What follows belongs to an exercise in optimizing a design on an open flow for small area, a short achievable clock period and few clock cycles per item; a production flow would make more cautious choices. The RTL was checked by simulation tests, not by an equivalence proof against the original design. Power and IR drop assume default switching activity.

job 101:
==> flow/design.v (excerpt) <==
module double_int32_wrap_bitwise_alu_core (
  input  wire logic        clk,
  input  wire logic        rst,
  input  wire logic        in_valid,
  output logic             in_stall,
  input  wire logic [2:0]  command,
  input  wire logic [63:0] operand_a,
  input  wire logic [63:0] operand_b,
  output logic             out_valid,
  input  wire logic        out_stall,
  output logic [63:0]      result_double,
  output logic [31:0]      result_word,
  output logic             result_unsigned
);
  logic           v1, v2, v3, v4;
  dibw_pkg::cmd_t cmd1;
  logic [34:0]    wa1, wb1;
  logic [1:0]     ja1, jb1;
  logic           oa1, ob1, sa1, sb1;
  dibw_pkg::cmd_t cmd2;
  logic [31:0]    x2, b2;
  logic           fill2;
  logic [31:0]    r3;
  logic           uns3;
  logic [63:21]   dbl4;
  logic           adv;
  logic [31:0] a, x, y, rev_y, r;
  logic [63:21] dbl;
  assign adv      = !(v4 && out_stall);
  assign in_stall = !adv;
  always_comb begin
    a = dibw_pkg::dbl_shift_lo(wa1, ja1, oa1, sa1);
    for (int i = 0; i < 32; i++) x[i] = (cmd1 == dibw_pkg::CMD_SHL) ? a[31 - i] : a[i];
    y = b2[4] ? {{16{fill2}}, x2[31:16]} : x2;
    y = b2[3] ? {{8{fill2}},  y[31:8]}   : y;
    y = b2[2] ? {{4{fill2}},  y[31:4]}   : y;
  ...
Size: about 3200 cells after synthesis.
clock: 5.0 ns
lec_check: 0
abc_area: 1
cap_margin: 20
core_margin: 2
core_utilization: 40
setup_slack_margin: 1.5
slew_margin: 20
run.sh (not shown) runs the stock make flow with config.mk's settings and CLKGATE_MAP_FILE= SYNTH_SCRIPT=/design/flow/synth_recipe.tcl, a recipe that flattens the netlist after the stock synthesis.
The flow did not stop early for job 101: all stages ran, and the layout cleared the timing, design-rule and antenna checks.
Testbench counts of job 101, summed over its fixed seeds: cycles 24,032, items 24,000.
> inputs changed (job 101 -> job 102)
- SETUP_SLACK_MARGIN: 1.5 -> 1.8
==> flow/flow/run.sh (new file) <==
#!/bin/bash
# Standard flow, except that the port buffers are buf_2 cells (not the default
# delay-buffer cells) and the resizer may swap cells across footprints.
set -uo pipefail
bash standard.sh MATCH_CELL_FOOTPRINT=0 "BUFFER_PORTS_ARGS=-buffer_cell sky130_fd_sc_hd__buf_2" finish > standard.log 2>&1
==> flow/standard.sh (new file) <==
#!/bin/bash
# synth_recipe.tcl (not shown) runs the flow's synth.tcl, then flattens the netlist and writes it again
# the make line also repeats each setting of config.mk as NAME=value (left out here)
make -C /OpenROAD-flow-scripts/flow DESIGN_CONFIG=/design/flow/config.mk WORK_HOME=/design/flow/orfs CLKGATE_MAP_FILE= SYNTH_SCRIPT=/design/flow/synth_recipe.tcl "${@:-finish}"
removed: flow/run.sh
Results
Job 102 was carried through to the last stage, and its layout satisfied the timing, design-rule and antenna checks.
Per the comparison of job 102 with job 101, post-cts sizing count rose 10; sequential share of layout area about even; headroom to the max-slew limit fell 6.4 points; layout overhead on the synthesized area about even; clock distribution power about even.
Of job 102 and job 101, job 101 shows the lower signal arrival time at the worst endpoint, with job 102 above it.
For job 101, the critical path's slowest cell was clkdlybuf4s50_1, unlike job 102, where it was a221oi_1.
Job 101 → job 102: power per standard cell area has increased; share of total power in the clock network has decreased; routed wire length per instance has increased; clock tree buffer count of the final layout has increased.
#### Input delta (job 103 over job 102)
- CTS_BUF_LIST newly set to sky130_fd_sc_hd__clkbuf_4 sky130_fd_sc_hd__clkbuf_8
- SETUP_SLACK_MARGIN changed from 1.8 to 1.5
==> flow/flow/run.sh <==
#!/bin/bash
# Standard flow, except that the port buffers are buf_1 cells (not the default
# delay-buffer cells) and the resizer may swap cells across footprints.
set -uo pipefail
bash standard.sh MATCH_CELL_FOOTPRINT=0 "BUFFER_PORTS_ARGS=-buffer_cell sky130_fd_sc_hd__buf_1" finish > standard.log 2>&1
## What came out
The estimated power of job 103 ends up lower than the estimate for job 102.
Job 103 vs job 102: post-layout instance area down in job 103
Job 103 went all the way through synthesis, placement and routing and the layout is clean on timing, DRC and antenna.
From job 102 to job 103 the numbers moved as follows: sequential share of layout area went up, initial core utilization saw little to no change.
For job 104, these inputs were changed with respect to job 103:
- CTS_BUF_LIST no longer set, was sky130_fd_sc_hd__clkbuf_4 sky130_fd_sc_hd__clkbuf_8
==> flow/flow/run.sh <==
#!/bin/bash
# Standard flow, except that the port buffers are buf_2 cells (not the default
# delay-buffer cells) and the resizer may swap cells across footprints.
set -uo pipefail
bash standard.sh MATCH_CELL_FOOTPRINT=0 "BUFFER_PORTS_ARGS=-buffer_cell sky130_fd_sc_hd__buf_2" finish > standard.log 2>&1
### Flow results
- Job 104 completed end to end with timing, DRC and antenna clean.
- Re slack of the critical path: job 104 and job 103 aren't equal, and the higher value belongs to job 104.
- Job 104 vs job 103 — fmax rose 2.6%.
- Job 104 vs. job 103: depth of the CTS H-tree down 1, share of the final layout cell area in multi-input gates down 0.64 points, via count flat, via density per instance up 1.2%, combinational power share up 0.2 points.
- Between job 104 and job 103, the difference in number of enable-type register cells in the synthesized netlist is negligible.
- Relative to job 103, overall power has increased by 370 µW in job 104.
- Sequential cell count delta (job 104 -> job 103): insignificant
- Job 104 vs job 103, peak fanout along the critical path went up by 2.

-- re-timing with driven ports --
Ports are ideal in the flow. The routed layouts listed here were re-timed in OpenROAD.
Step 1, drivers: a clkbuf_16 drives clk and a buf_2 each remaining input, both assumed.
Step 2 times the ports against the registers' clock, not the clock port: input delays grow and output delays shrink by t, the midpoint of the rising clock arrivals with the driver on.
Slacks: ideal ports / drivers / drivers and shift; pairs: ideal ports / drivers.
run | t, ns | setup slack, ns | worst hold slack (ns) | pins driven straight from the clock port
job 101 | 0.632 | 1.637 / 1.613 / 1.146 | 0.464 / 0.464 / 0.464 | 1
job 102 | 0.643 | 1.951 / 1.951 / 1.554 | 0.461 / 0.461 / 0.461 | 1
job 103 | 0.669 | 1.615 / 1.615 / 1.449 | 0.455 / 0.455 / 0.455 | 1
job 104 | 0.641 | 1.702 / 1.702 / 1.338 | 0.453 / 0.453 / 0.453 | 1
After both steps every run listed still meets setup and hold. The setup slack of job 101, which loses most, moves by -0.024 ns with the drivers and by -0.491 ns with both steps.
